From an optimization exercise on the open Yosys and OpenROAD flow, aimed at small area, a short achievable clock period and few clock cycles per item; shortcuts taken in it are not production practice. At most, simulation tests tie the RTL to the original design; equivalence was not proved. No activity file was given, so power comes from the tool's default toggle rates.

## signed_integer_to_custom_radix_digits
module signed_integer_to_custom_radix_digits (
	input  wire logic                             clk,
	input  wire logic                             arst_n,
	input  wire logic                             push,
	output logic                                  full,
	input  wire logic signed [sirc_pkg::IN_W-1:0] value,
	output logic                                  empty,
	input  wire logic                             pop,
	output logic [sirc_pkg::CHAR_W-1:0]           character,
	output logic                                  last,
	input  wire logic                             cfg_we,
	input  wire logic [1:0]                       cfg_index,
	input  wire logic [sirc_pkg::CFG_W-1:0]       cfg_data
);
	logic [CFG_W-1:0] lo_q;
	logic [CFG_W-1:0] hi_q;
	logic [4:0]       radix_q;
	logic             wlo_q;     
	logic             whi_q;     
	logic [3:0]       tt_q;
	logic [3:0]       ttm1_q;
	logic             odd_q;
	logic             m2_q;
	logic             m3_q;
	logic             m4_q;
	logic             p16_q;     
	logic             p8_q;      
	logic             ev_q;      
	logic [3:0]       wr_tt;
	logic [3:0]       wr_ttm1;
	logic             wr_odd;
	logic             wr_m2;
	logic             wr_m3;
	logic             wr_m4;
	logic             wr_p16;
	logic             wr_p8;
	logic             wr_ev;
	sirc_cfgdec u_cfgdec (
		.radix (cfg_data[4:0]),
		.tt    (wr_tt),
		.ttm1  (wr_ttm1),
		.odd   (wr_odd),
		.m2    (wr_m2),
		.m3    (wr_m3),
		.m4    (wr_m4),
  ...
==> flow/config.mk <==
export PLATFORM = sky130hd
export DESIGN_NAME = signed_integer_to_custom_radix_digits
export DESIGN_NICKNAME = signed_integer_to_custom_radix_digits
export VERILOG_FILES = /design/flow/design.v
export SDC_FILE = /design/flow/constraint.sdc
export NUM_CORES = 4
export LEC_CHECK = 0
export CAP_MARGIN = 20
export CORE_MARGIN = 2
export CORE_UTILIZATION = 40
export SLEW_MARGIN = 20
export SYNTH_HIERARCHICAL = 1
export SYNTH_MINIMUM_KEEP_SIZE = 0
export TNS_END_PERCENT = 5
==> flow/constraint.sdc <==
create_clock -name core_clock -period 12.0 [get_ports {clk}]
set_input_delay 2.4000 -clock core_clock [delete_from_list [all_inputs] [get_ports {clk}]]
set_output_delay 2.4000 -clock core_clock [all_outputs]
set_load 0.01 [all_outputs]
standard.sh (not shown) runs the stock make flow with config.mk's settings and CLKGATE_MAP_FILE= SYNTH_SCRIPT=/design/flow/synth_recipe.tcl, a recipe that flattens the netlist after the stock synthesis.
==> flow/flow/run.sh <==
#!/bin/bash
set -euo pipefail
export SETUP_SLACK_MARGIN=8
bash standard.sh > standard.log 2>&1
Testbench counts at the start, summed over its fixed seeds: cycles 63,268, items 4,096.
Then changed:
==> flow/flow/run.sh (replaced) <==
#!/bin/bash
set -euo pipefail
export SETUP_SLACK_MARGIN=9
bash standard.sh > standard.log 2>&1
What happened: Power is lower by 1.9%. Setup slack is better by 55 ps. First-iteration DRC count is lower by 14%. Count of clock-buffer cells in the layout is unchanged. Utilization is higher by 0.20 points. Global-route usage is lower by 0.32 points. Final area is higher by 0.42%.

## before
signed_integer_to_custom_radix_digits again, from the RTL that the note above started with.
Settings: LEC_CHECK=0, CAP_MARGIN=0, CORE_MARGIN=2, CORE_UTILIZATION=40, SLEW_MARGIN=0, SYNTH_HIERARCHICAL=1, SYNTH_MINIMUM_KEEP_SIZE=0, TNS_END_PERCENT=5; clock period 12.0 ns.
==> flow/flow/run.sh <==
#!/bin/bash
set -euo pipefail
export SETUP_SLACK_MARGIN=8.5
bash standard.sh > standard.log 2>&1
before: all stages complete, timing, DRC and antenna checks passed
Testbench counts of before, summed over its fixed seeds: cycles 63,268, items 4,096.
diff inputs: before => after
- changing SLEW_MARGIN from 0 to 20
- changing CAP_MARGIN from 0 to 20
[summary]
- Number of gates given a new drive strength after cts went down by more than 10% going from before to after.
- Looking at cell count, after sits 10 lower than before does.
- after against before: global-route usage lower; summed area of non-filler cells in the final layout lower; max-cap check violation count roughly the same; portion of total power attributed to the clock network higher.
- after ends up with a utilization that is 0.24 points lower than in before.

Another version of the RTL of signed_integer_to_custom_radix_digits (not shown whole).
Size: ~110 I/O pins, roughly 20000 um2 of cells after synthesis.
clock: 12.0 ns
lec_check: 0
cap_margin: 20
core_margin: 2
core_utilization: 40
slew_margin: 20
synth_hierarchical: 1
synth_minimum_keep_size: 0
==> flow/flow/run.sh <==
#!/bin/bash
set -euo pipefail
export SETUP_SLACK_MARGIN=8
bash standard.sh > standard.log 2>&1
The first run completed without violations.
Edit:
TNS_END_PERCENT = 5   (was unset)
The changed run finished clean.
Non-clock buffer count decreases by 51.
Worst setup slack is better by 50 ps.
Register-to-register slack is better by 50 ps.
Function was not checked in any run of this note: the RTL went through the layout flow alone.

-- port drivers added, routing unchanged --
In the flow no input, the clock included, has a driving cell. The finished layouts below were timed again as built, in two steps. Step 1 sets driving cells, clkbuf_16 on the clock port and buf_2 on the other inputs (assumed; they add their load-dependent delay and slew). Step 2 moves the port delays by t, midway between the first and last clock arrival at a register: inputs arrive t later, outputs are due t later. That takes back most of the time a late clock gives input paths. Three values: ideal, step 1, step 2; two values: the first two.
| run | t (ns) | setup slack, ns | latest minus earliest clock arrival (ns) |
|---|---|---|---|
| the first run of note 1 | 0.633 | 7.547 / 7.547 / 7.122 | 0.041 / 0.041 |
| the second run of note 1 | 0.625 | 7.602 / 7.602 / 7.161 | 0.030 / 0.031 |
| before | 0.631 | 7.694 / 7.694 / 7.159 | 0.019 / 0.019 |
| after | 0.626 | 7.605 / 7.605 / 7.161 | 0.030 / 0.030 |
| the first run of note 3 | 0.623 | 7.765 / 7.765 / 7.429 | 0.027 / 0.027 |
| the second run of note 3 | 0.627 | 7.815 / 7.815 / 7.271 | 0.027 / 0.028 |
After both steps setup and hold are still met in every run listed. For the second run of note 3, which loses most, drivers alone change the setup slack by 0.000 ns; drivers and shift together by -0.544 ns.
